Source: an optimization exercise on an open RTL-to-GDS flow (aim: small area, a short achievable clock period and few clock cycles per item). Production flows keep margins and buffers that such runs may drop.
In this exercise RTL edits were held to simulation tests only and were not proved equivalent to the original.

<file path="flow/config.mk">
export PLATFORM = sky130hd
export DESIGN_NAME = idct_top
export DESIGN_NICKNAME = idct_top
export VERILOG_FILES = /design/flow/design.v
export SDC_FILE = /design/flow/constraint.sdc
export NUM_CORES = 4
export LEC_CHECK = 0
export CAP_MARGIN = 20
export CORE_MARGIN = 2
export CORE_UTILIZATION = 40
export CTS_CLUSTER_DIAMETER = 100
export CTS_CLUSTER_SIZE = 25
export SLEW_MARGIN = 20
</file>
<file path="flow/constraint.sdc">
create_clock -name core_clock -period 12.0 [get_ports {Clock}]
set_input_delay 2.4000 -clock core_clock [delete_from_list [all_inputs] [get_ports {Clock}]]
set_output_delay 2.4000 -clock core_clock [all_outputs]
set_load 0.01 [all_outputs]
</file>
<file path="flow/design.v">
package idct_pkg;
	localparam int N = 8;
	localparam int BLOCK_SIZE = N * N;
	localparam int P1_PW = 27;
	localparam int P1_AW = 30;
	localparam int T_W = 22;
	localparam int P2_AW = 32;
	function automatic logic [7:0] clip(input logic [31:0] s);
		if (s[31]) begin
			clip = 8'd0;
		end else if (|s[30:24]) begin
			clip = 8'hff;
		end else begin
			clip = s[23:16];
		end
	endfunction
endpackage
module block_buffer (
	input logic Clock,
	input logic Resetn,
	input logic [15:0] coeff_in,
	input logic coeff_valid,
	output logic coeff_ready,
	output logic [8:0] pix_out,
	output logic pix_valid,
	input logic pix_ready,
	input logic take,
	output logic in_full,
	output logic in_full_next,
	output logic [15:0] in_data,
	input logic push,
	input logic [8:0] push_data,
	output logic out_room,
	output logic room_next
);
	logic [15:0] in_second;
	logic in_second_valid;
	logic in_second_next;
	logic [8:0] second;
	logic out_valid;
	logic out_valid_next;
	logic second_valid;
	logic second_next;
	logic idle_q;
	logic load;
	logic pop;
	logic ready_q;
	assign coeff_ready = ready_q;
	assign pix_valid = ~idle_q;
	assign load = coeff_valid & ~in_second_valid;
	assign pop = out_valid & pix_ready;
	assign out_room = ~second_valid;
	assign room_next = ~second_next;
	always_comb begin
		if (in_second_valid) begin
			in_full_next = 1'b1;
			in_second_next = ~take;
		end else if (in_full) begin
			in_full_next = load | ~take;
			in_second_next = load & ~take;
		end else begin
			in_full_next = load;
			in_second_next = 1'b0;
		end
		if (second_valid) begin
			out_valid_next = 1'b1;
			second_next = ~pop;
		end else if (out_valid) begin
			out_valid_next = ~pop | push;
			second_next = push & ~pop;
		end else begin
			out_valid_next = push;
			second_next = 1'b0;
		end
	end
	always_ff @(posedge Clock) begin
		if (!in_full || take) begin
			if (in_second_valid) begin
				in_data <= in_second;
			end else begin
				in_data <= coeff_in;
			end
		end
		if (in_full && !take && !in_second_valid) begin
			in_second <= coeff_in;
		end
		if (!out_valid || pop) begin
			if (second_valid) begin
				pix_out <= second;
			end else begin
				pix_out <= push_data;
			end
		end
		if (out_valid && !pop && !second_valid) begin
			second <= push_data;
		end
	end
	always_ff @(posedge Clock or negedge Resetn) begin
		if (!Resetn) begin
			in_full <= 1'b0;
			in_second_valid <= 1'b0;
			ready_q <= 1'b1;
			out_valid <= 1'b0;
			idle_q <= 1'b1;
			second_valid <= 1'b0;
		end else begin
			in_full <= in_full_next;
			in_second_valid <= in_second_next;
			ready_q <= ~in_second_next;
			out_valid <= out_valid_next;
			idle_q <= ~out_valid_next;
			second_valid <= second_next;
		end
	end
endmodule
module transpose_ram #(
	parameter int W = 22,
	parameter int OFF = 0
) (
	input logic Clock,
	input logic Resetn,
	input logic en,
	input logic [5:0] idx,
	input logic [W-1:0] din,
	output logic [W-1:0] dout
);
	logic [W-1:0] s1;
	logic [W-1:0] s2;
	transpose_stage #(.W(W), .A(3), .B(0), .OFF(OFF)) u_s0 (
		.Clock(Clock), .Resetn(Resetn), .en(en), .idx(idx), .din(din), .dout(s1));
	transpose_stage #(.W(W), .A(4), .B(1), .OFF(OFF + 7)) u_s1 (
		.Clock(Clock), .Resetn(Resetn), .en(en), .idx(idx), .din(s1), .dout(s2));
	transpose_stage #(.W(W), .A(5), .B(2), .OFF(OFF + 21)) u_s2 (
		.Clock(Clock), .Resetn(Resetn), .en(en), .idx(idx), .din(s2), .dout(dout));
endmodule
module transpose_stage #(
	parameter int W = 22,
	parameter int A = 3,
	parameter int B = 0,
	parameter int OFF = 0
) (
	input logic Clock,
	input logic Resetn,
	input logic en,
	input logic [5:0] idx,
	input logic [W-1:0] din,
	output logic [W-1:0] dout
);
	localparam int D = (1 << A) - (1 << B);
	localparam logic [5:0] POS0 = 6'(64 - (OFF % 64));
	logic [W-1:0] dl [D];
	logic [5:0] pos_next;
	logic early;
	assign pos_next = idx + 6'd1 - 6'(OFF % 64);
	assign dout = early ? din : dl[D-1];
	always_ff @(posedge Clock or negedge Resetn) begin
		if (!Resetn) begin
			early <= POS0[A] & ~POS0[B];
		end else if (en) begin
			early <= pos_next[A] & ~pos_next[B];
		end
	end
	always_ff @(posedge Clock) begin
		if (en) begin
			dl[0] <= early ? dl[D-1] : din;
			for (int i = 1; i < D; i++) begin
				dl[i] <= dl[i-1];
			end
		end
	end
endmodule
module t_buffer #(
	parameter int W = 22
) (
	input logic Clock,
	input logic we,
	input logic [5:0] waddr,
	input logic [W-1:0] wdata,
	input logic re,
	input logic [5:0] raddr,
	output logic [W-1:0] rdata
);
	logic [W-1:0] mem [64];
	always_ff @(posedge Clock) begin
		if (we) begin
			mem[waddr] <= wdata;
		end
		if (re) begin
			rdata <= mem[raddr];
		end
	end
endmodule
module mac_datapath #(
	parameter int IW = 16,
	parameter int PW = 27,
	parameter int AW = 30
) (
	input logic Clock,
	input logic Resetn,
	input logic en,
	input logic v,
	input logic [2:0] k,
	input logic signed [IW-1:0] x,
	output logic first,
	output logic last,
	output logic [8*AW-1:0] acc_flat
);
	logic signed [PW-1:0] x1;
	logic signed [PW-1:0] r7, r9, r15, r63;
	logic signed [PW-1:0] s15, s25, s49, s306, s473, s569, s2009;
	logic signed [PW-1:0] p1448, p2009, p1703, p1138, p400, p1892, p784;
	logic signed [PW-1:0] pm [4];
	logic neg [4];
	logic signed [PW-1:0] pm_q [4];
	logic [7:0] sub_q;
	logic [2:0] k1;
	logic [2:0] k2;
	logic v1;
	logic v2;
	logic vq;
	logic signed [AW-1:0] acc [8];
	assign x1 = PW'(x);
	always_ff @(posedge Clock) begin
		if (en) begin
			k1 <= k;
			r7 <= (x1 <<< 3) - x1;
			r9 <= (x1 <<< 3) + x1;
			r15 <= (x1 <<< 4) - x1;
			r63 <= (x1 <<< 6) - x1;
		end
	end
	always_ff @(posedge Clock) begin
		if (en) begin
			k2 <= k1;
			s15 <= r15;
			s25 <= (r9 <<< 1) + r7;
			s49 <= r63 - (r7 <<< 1);
			s306 <= (r9 <<< 5) + (r9 <<< 1);
			s473 <= (r15 <<< 5) - r7;
			s569 <= (r9 <<< 6) - r7;
			s2009 <= (r63 <<< 5) - r7;
		end
	end
	always_comb begin
		p1448 = ((s49 <<< 2) - s15) <<< 3;
		p1703 = s2009 - s306;
		p2009 = s2009;
		p1138 = s569 <<< 1;
		p400 = s25 <<< 4;
		p1892 = s473 <<< 2;
		p784 = s49 <<< 4;
	end
	always_comb begin
		case (k2)
			3'd0: begin
				pm[0] = p1448; pm[1] = p1448; pm[2] = p1448; pm[3] = p1448;
				neg[0] = 1'b0; neg[1] = 1'b0; neg[2] = 1'b0; neg[3] = 1'b0;
			end
			3'd1: begin
				pm[0] = p2009; pm[1] = p1703; pm[2] = p1138; pm[3] = p400;
				neg[0] = 1'b0; neg[1] = 1'b0; neg[2] = 1'b0; neg[3] = 1'b0;
			end
			3'd2: begin
				pm[0] = p1892; pm[1] = p784; pm[2] = p784; pm[3] = p1892;
				neg[0] = 1'b0; neg[1] = 1'b0; neg[2] = 1'b1; neg[3] = 1'b1;
			end
			3'd3: begin
				pm[0] = p1703; pm[1] = p400; pm[2] = p2009; pm[3] = p1138;
				neg[0] = 1'b0; neg[1] = 1'b1; neg[2] = 1'b1; neg[3] = 1'b1;
			end
			3'd4: begin
				pm[0] = p1448; pm[1] = p1448; pm[2] = p1448; pm[3] = p1448;
				neg[0] = 1'b0; neg[1] = 1'b1; neg[2] = 1'b1; neg[3] = 1'b0;
			end
			3'd5: begin
				pm[0] = p1138; pm[1] = p2009; pm[2] = p400; pm[3] = p1703;
				neg[0] = 1'b0; neg[1] = 1'b1; neg[2] = 1'b0; neg[3] = 1'b0;
			end
			3'd6: begin
				pm[0] = p784; pm[1] = p1892; pm[2] = p1892; pm[3] = p784;
				neg[0] = 1'b0; neg[1] = 1'b1; neg[2] = 1'b0; neg[3] = 1'b1;
			end
			default: begin
				pm[0] = p400; pm[1] = p1138; pm[2] = p1703; pm[3] = p2009;
				neg[0] = 1'b0; neg[1] = 1'b1; neg[2] = 1'b0; neg[3] = 1'b1;
			end
		endcase
	end
	always_ff @(posedge Clock) begin
		if (en) begin
			for (int n = 0; n < 4; n++) begin
				pm_q[n] <= pm[n];
				sub_q[n] <= neg[n];
				sub_q[7 - n] <= neg[n] ^ k2[0];
			end
		end
	end
	always_ff @(posedge Clock or negedge Resetn) begin
		if (!Resetn) begin
			v1 <= 1'b0;
			v2 <= 1'b0;
			vq <= 1'b0;
			first <= 1'b0;
			last <= 1'b0;
		end else if (en) begin
			v1 <= v;
			v2 <= v1;
			vq <= v2;
			first <= (k2 == 3'd0) & v2;
			last <= (k2 == 3'd7) & v2;
		end
	end
	always_ff @(posedge Clock) begin
		if (en && vq) begin
			for (int n = 0; n < 8; n++) begin
				logic signed [AW-1:0] base;
				logic signed [AW-1:0] term;
				base = first ? '0 : acc[n];
				term = AW'(pm_q[(n < 4) ? n : 7 - n]);
				acc[n] <= AW'(({base, 1'b1} + {term ^ {AW{sub_q[n]}}, sub_q[n]}) >> 1);
			end
		end
	end
	always_comb begin
		for (int n = 0; n < 8; n++) begin
			acc_flat[n * AW +: AW] = acc[n];
		end
	end
endmodule
module idct_sequencer #(
	parameter int LAT = 61
) (
	input logic Clock,
	input logic Resetn,
	input logic in_full,
	input logic last_a,
	output logic advf,
	output logic take,
	output logic [2:0] fk,
	output logic done,
	output logic [2:0] shcnt,
	output logic we,
	output logic [5:0] waddr,
	input logic out_room,
	output logic advb,
	output logic rd,
	output logic [5:0] raddr,
	output logic [5:0] bidx,
	output logic out_valid,
	output logic out_last
);
	localparam int R = LAT % 64;
	logic [5:0] fcnt;
	logic [1:0] fblk;
	logic parf;
	logic wvalid;
	logic write_ok;
	logic bfirst;
	logic [1:0] btags;
	logic [1:0] bblk;
	logic parb;
	logic can_start;
	logic read_ready;
	logic real_slot;
	logic back_ok;
	logic [5:0] rpos;
	logic [5:0] out_pos;
	function automatic logic [5:0] rot(input logic [5:0] a);
		rot = {a[2:0], a[5:3]};
	endfunction
	assign wvalid = done | (shcnt != 3'd0);
	assign write_ok = (bblk == fblk)
		| (btags[0] & ~bfirst & (bblk == fblk - 2'd1) & (bidx > fcnt));
	assign advf = ~(wvalid & ~write_ok);
	assign take = advf & in_full;
	assign we = advf & wvalid;
	assign waddr = parf ? rot(fcnt) : fcnt;
	always_ff @(posedge Clock or negedge Resetn) begin
		if (!Resetn) begin
			fk <= '0;
			done <= 1'b0;
			shcnt <= '0;
			fcnt <= '0;
			fblk <= '0;
			parf <= 1'b0;
		end else if (advf) begin
			if (in_full) begin
				fk <= fk + 3'd1;
			end
			done <= last_a;
			if (done) begin
				shcnt <= 3'd7;
			end else if (shcnt != 3'd0) begin
				shcnt <= shcnt - 3'd1;
			end
			if (wvalid) begin
				fcnt <= fcnt + 6'd1;
				if (fcnt == 6'd63) begin
					fblk <= fblk + 2'd1;
					parf <= ~parf;
				end
			end
		end
	end
	assign bfirst = (bidx == 6'd0);
	assign can_start = ((fblk == bblk) & (fcnt >= 6'd57)) | (fblk == bblk + 2'd1);
	assign rpos = rot(bidx);
	assign read_ready = (fblk != bblk) | (fcnt > rpos);
	assign real_slot = bfirst ? can_start : btags[0];
	assign back_ok = bfirst ? (can_start | btags[0]) : (~btags[0] | read_ready);
	assign advb = out_room & back_ok;
	assign rd = advb & real_slot;
	assign raddr = parb ? bidx : rpos;
	assign out_pos = bidx - 6'(R);
	assign out_last = (out_pos == 6'd63);
	always_comb begin
		if (bfirst) begin
			out_valid = btags[0];
		end else if (bidx < 6'(R)) begin
			out_valid = btags[1];
		end else begin
			out_valid = btags[0];
		end
	end
	always_ff @(posedge Clock or negedge Resetn) begin
		if (!Resetn) begin
			bidx <= '0;
			btags <= '0;
			bblk <= '0;
			parb <= 1'b0;
		end else if (advb) begin
			bidx <= bidx + 6'd1;
			if (bfirst) begin
				btags <= {btags[0], can_start};
			end
			if (rd && bidx == 6'd63) begin
				bblk <= bblk + 2'd1;
				parb <= ~parb;
			end
		end
	end
endmodule
module idct_top (
	input logic Clock,
	input logic Resetn,
	input logic [15:0] coeff_in,
	input logic coeff_valid,
	output logic coeff_ready,
	output logic [8:0] pix_out,
	output logic pix_valid,
	input logic pix_ready
);
	localparam int AW1 = idct_pkg::P1_AW;
	localparam int AW2 = idct_pkg::P2_AW;
	localparam int TW = idct_pkg::T_W;
	localparam int LAT_B = 12;
	localparam int LAT_TR = 49;
	localparam int POS_P = LAT_B;
	localparam int LAT = POS_P + LAT_TR;
	logic advf;
	logic take;
	logic [2:0] fk;
	logic done;
	logic [2:0] shcnt;
	logic we;
	logic [5:0] waddr;
	logic advb;
	logic rd;
	logic [5:0] raddr;
	logic [5:0] bidx;
	logic out_valid;
	logic out_last;
	logic in_full;
	logic in_full_next;
	logic [15:0] in_data;
	logic out_room;
	logic room_next;
	logic [8*AW1-1:0] acc1;
	logic [8*AW2-1:0] acc2;
	logic first1;
	logic last1;
	logic first2;
	logic last2;
	logic [TW-1:0] sh1 [7];
	logic [7:0] sh2 [7];
	logic [TW-1:0] t_row;
	logic [TW-1:0] t_col;
	logic [7:0] pix_col;
	logic [7:0] pix_row;
	logic [2:0] k2;
	idct_sequencer #(.LAT(LAT)) u_sequencer (
		.Clock(Clock), .Resetn(Resetn), .in_full(in_full), .last_a(last1), .advf(advf),
		.take(take), .fk(fk), .done(done), .shcnt(shcnt), .we(we), .waddr(waddr),
		.out_room(out_room), .advb(advb), .rd(rd), .raddr(raddr), .bidx(bidx),
		.out_valid(out_valid), .out_last(out_last));
	block_buffer u_buffer (
		.Clock(Clock), .Resetn(Resetn), .coeff_in(coeff_in), .coeff_valid(coeff_valid),
		.coeff_ready(coeff_ready), .pix_out(pix_out), .pix_valid(pix_valid),
		.pix_ready(pix_ready), .take(take), .in_full(in_full), .in_full_next(in_full_next),
		.in_data(in_data), .push(advb & out_valid), .push_data({pix_row, out_last}),
		.out_room(out_room), .room_next(room_next));
	mac_datapath #(.IW(16), .PW(idct_pkg::P1_PW), .AW(AW1)) u_pass1 (
		.Clock(Clock), .Resetn(Resetn), .en(advf), .v(in_full), .k(fk), .x(in_data), .first(first1),
		.last(last1), .acc_flat(acc1));
	always_ff @(posedge Clock) begin
		if (advf) begin
			for (int n = 0; n < 7; n++) begin
				if (done) begin
					sh1[n] <= acc1[(n + 1) * AW1 + 8 +: TW];
				end else if (n < 6) begin
					sh1[n] <= sh1[n + 1];
				end
			end
		end
	end
	assign t_row = done ? acc1[8 +: TW] : sh1[0];
	t_buffer #(.W(TW)) u_tbuf (
		.Clock(Clock), .we(we), .waddr(waddr), .wdata(t_row), .re(advb), .raddr(raddr),
		.rdata(t_col));
	assign k2 = 3'(bidx - 6'd1);
	mac_datapath #(.IW(TW), .PW(AW2), .AW(AW2)) u_pass2 (
		.Clock(Clock), .Resetn(Resetn), .en(advb), .v(1'b1), .k(k2), .x(t_col), .first(first2), .last(last2),
		.acc_flat(acc2));
	always_ff @(posedge Clock) begin
		if (advb) begin
			for (int m = 0; m < 7; m++) begin
				if (first2) begin
					sh2[m] <= idct_pkg::clip(acc2[(m + 1) * AW2 +: AW2]);
				end else if (m < 6) begin
					sh2[m] <= sh2[m + 1];
				end
			end
		end
	end
	assign pix_col = first2 ? idct_pkg::clip(acc2[0 +: AW2]) : sh2[0];
	transpose_ram #(.W(8), .OFF(POS_P)) u_pram (
		.Clock(Clock), .Resetn(Resetn), .en(advb), .idx(bidx), .din(pix_col), .dout(pix_row));
endmodule
</file>
<file path="flow/flow/run.sh">
#!/bin/bash
set -euo pipefail
bash standard.sh SETUP_SLACK_MARGIN=8 finish > flow.log 2>&1
</file>
<file path="flow/standard.sh">
#!/bin/bash
# synth_recipe.tcl (not shown) runs the flow's synth.tcl, then flattens the netlist and writes it again
# the make line also repeats each setting of config.mk as NAME=value (left out here)
make -C /OpenROAD-flow-scripts/flow DESIGN_CONFIG=/design/flow/config.mk WORK_HOME=/design/flow/orfs CLKGATE_MAP_FILE= SYNTH_SCRIPT=/design/flow/synth_recipe.tcl "${@:-finish}"
</file>
==> summary.txt <==
layout make-up:
class	count	area (um2)
clock inverters	57	708
fillers	40451	251000
well taps	5952	7450
flip-flops and latches	3396	102000
inverters	560	2140
diodes	12	30.0
multi-input cells	9685	76900
repair buffers	433	4630
clock buffers	221	4660
repair inverters	1	16.3
layer usage:
| layer | vias to the layer above | GRT usage (%) | part of all wire (%) | wire length, um |
|---|---|---|---|---|
| li1 | 53716 | - | - | - |
| met1 | 57621 | 29.1 | 45 | 216000 |
| met2 | 3529 | 32.7 | 46 | 219000 |
| met3 | 657 | 2.14 | 5.8 | 27800 |
| met4 | 6 | 5.59 | 3.1 | 15000 |
| met5 | - | 0 | 0.0086 | 41 |
worst paths after layout:
kind / from / endpoint / slack [ns] / cells after the start
worst max-delay path: u_buffer.ready_q$_DFF_PN1_ / coeff_ready / 7.98 / 1
worst max register to register: u_pass2.first$_DFFE_PN0N_ / u_pass2.acc[0][28]$_DFFE_PP_ / 8.01 / 16
max in group asynchronous: Resetn / u_pass2.first$_DFFE_PN0N_ / 9.53 / 2
worst min register to register: u_pram.u_s0.dl[3][2]$_DFFE_PN_ / u_pram.u_s0.dl[4][2]$_DFFE_PN_ / 0.41 / 0
min in group asynchronous: Resetn / u_sequencer.fk[1]$_DFFE_PN0P_ / 1.26 / 1
worst min-delay path: u_pram.u_s0.dl[3][2]$_DFFE_PN_ / u_pram.u_s0.dl[4][2]$_DFFE_PN_ / 0.41 / 0
flip-flops by register name, indices dropped and copies added, names as in the netlist, 27 cells and up:
signal / flops
u_tbuf.mem: 1408
u_pram.u_s0.dl: 56
u_pass2.acc: 256
u_pass2.pm_q: 128
u_pram.u_s1.dl: 112
sh2: 56
u_pram.u_s2.dl: 224
u_pass1.pm_q: 108
u_pass2.r63: 28
u_pass1.acc: 240
sh1: 154
u_pass2.s25: 27
u_pass2.s306: 30
u_pass2.s2009: 31
stage by stage:
stage	utilization [%]	instance area [um2]	worst slack, ns
floorplan	-	181000	4.89
global placement	41.9	188000	6.42
detailed placement	41.9	188000	6.36
CTS	43.7	196000	7.89
global route	44.2	198000	7.80
finish	44.2	198000	7.98
cell families (layout without fill, tap and decap cells):
group,after synthesis,count (layout),share of synthesized area (%)
and+or+nand+nor,3142,3173,8.61
other,0,12,0
adders and majority gates,1016,1016,7.10
buffers and inverters,1075,1272,2.27
xor gates and xnor gates,1351,1351,6.56
DFF,3396,3396,56.4
muxes,700,700,6.49
AOI/OAI and AO/OA,3445,3445,12.6
cells in the mapped netlist (all sizes together) (243+ instances only):
| master | n | area (um2) |
|---|---|---|
| nand2 | 784 | 2940 |
| inv | 557 | 2090 |
| clkbuf | 376 | 1410 |
| a21o | 361 | 2710 |
| a21oi | 1025 | 5140 |
| ha | 1004 | 12600 |
| edfxtp | 3351 | 101000 |
| nor2 | 796 | 2990 |
| nor2b | 590 | 3690 |
| xor2 | 679 | 5950 |
| xnor2 | 672 | 5890 |
| mux4 | 352 | 7930 |
| o21ai | 589 | 2960 |
| mux2 | 243 | 2740 |
repair_timing:
action | in CTS | in global routing
cloned | 43 | 6
gates resized for setup | 262 | 272
buffers inserted | 99 | 97
hold endpoints to repair | 0 | 0
pin swaps | 65 | 103
setup endpoints to repair | 2247 | 1424
==> impl_results.md <==
* Status: no timing/DRC/antenna violations
* Synthesized Nets at 15,161
* TritonCTS buffer count at 176
* Dpl hpwl at 315,000 um
* WP buf/inv at 1
* Fmax achieved at 249 MHz
* RSZ-0062 raised after global routing: true
* WP data required at 9.60 ns
* Gpl congestion at 0.900
* DR vias at 115,529
* Crit share post-route at 33.5%
* Core area at 449,000 um2
* Layout Cells excl Fill at 20,317
* Max-cap violations at 0
* Final setup fails at 0
* First DRT Iteration DRCs at 11,336
* Crit path kind: register to output pin
* Layout area overhead at 9.95%
* Port bufs at 30
* Sequential area share after synthesis at 56.4%
* Final nets at 15,289
* Die height at 676 um
* Total gr overflow at 0
* Synth cell types at 107
* Slowest stage cell, crit path: dfstp_2
* Post-DRT Antenna Nets at 0
* Clock transition at path regs at 0.10 ns
* Max clock buf depth at 4
* Post-route DRC at 0
* Endpoints failing hold at 0
* Critical path capture point type: output pin
* Setup TNS at 0 ns
* Hold_ws at 0.408 ns
* Layout cell share with drive strength beyond 1 at 12.1%
* Synth Cell Area at 180,000 um2
* Most frequent cells in the layout: 3,351 x edfxtp_1, 992 x ha_1, 980 x a21oi_1
* FP Rows at 246
* GRT Resource Usage Total at 20.3%
* Final WL at 478,000 um
* Leading cell type in the layout, fill and taps excluded: edfxtp_1
* Die area at 456,000 um2
* CTS root buf: clkbuf_16
* Top_reg_cell synth: edfxtp_1
* Max FO, Critical Path at 1
* Die W at 676 um
* Avg Synthesized Cell Area at 12.8 um2
* Hold Path Class: register to register
* Fin crit period at 4.02 ns
* Vias/cell at 5.69
* Cells after synthesis at 14,125
* Yosys reg bits at 3,396
* WL/cell at 23.5 um
* # IOs at 31
* Worst rel slew slack at 7.61%
* DRT Pass-1 Iters at 9
* Clock sink total at 3,396
* CP startpoint kind: register
* Vias in the first global route at 111,444
* Tightest Pin Transition at 1.37 ns
* Skew final at 0.123 ns
* Initial core utilization at 40.2%
* Placed cells at 19,782
* Slew Viols, Final at 0
* Synthesis Warnings at 22
* WP data arrival at 1.62 ns
* Post-synth EDFFs at 3,351
* Initial antenna violation count at 10
* First-pass GRT wire length at 707,000 um
* TritonCTS clock tree: yes
* CTS Hold Buffers Added at 0
* Htree depth at 4
* CP Cell Sequence: buf_6
* Largest net degree at the start of global routing at 174
* Top delay family on crit path: flip-flops
* Clk latency of the worst-skew pair at 0.98 ns
* Post-synth ARST share at 1.33%
* CP peak stage delay at 0.55 ns
Testbench counts, summed over its fixed seeds: cycles 5,152, blocks 64.

-- what the ideal ports hide --
No port has a modelled driver above. Below, the same layout with a new extraction and two added sets of constraints. Step 1, drivers: a clkbuf_16 drives Clock and a buf_2 each remaining input, both assumed. Step 2 adds t to the input delays and takes it off the output delays; t is the mean of the earliest and latest rising clock arrival at the registers after step 1. Input paths then give back, and output paths get back, about the clock's delay inside the block. Slacks: ideal ports / drivers / drivers and shift; pairs: ideal ports / drivers.
shift t [ns]: 1.028
slack for setup (ns): 7.977 / 7.871 / 7.710
pins driven straight from the clock port: 1
After both steps this run still meets setup and hold. The setup slack of this run moves by -0.106 ns with the drivers and by -0.267 ns with both steps.
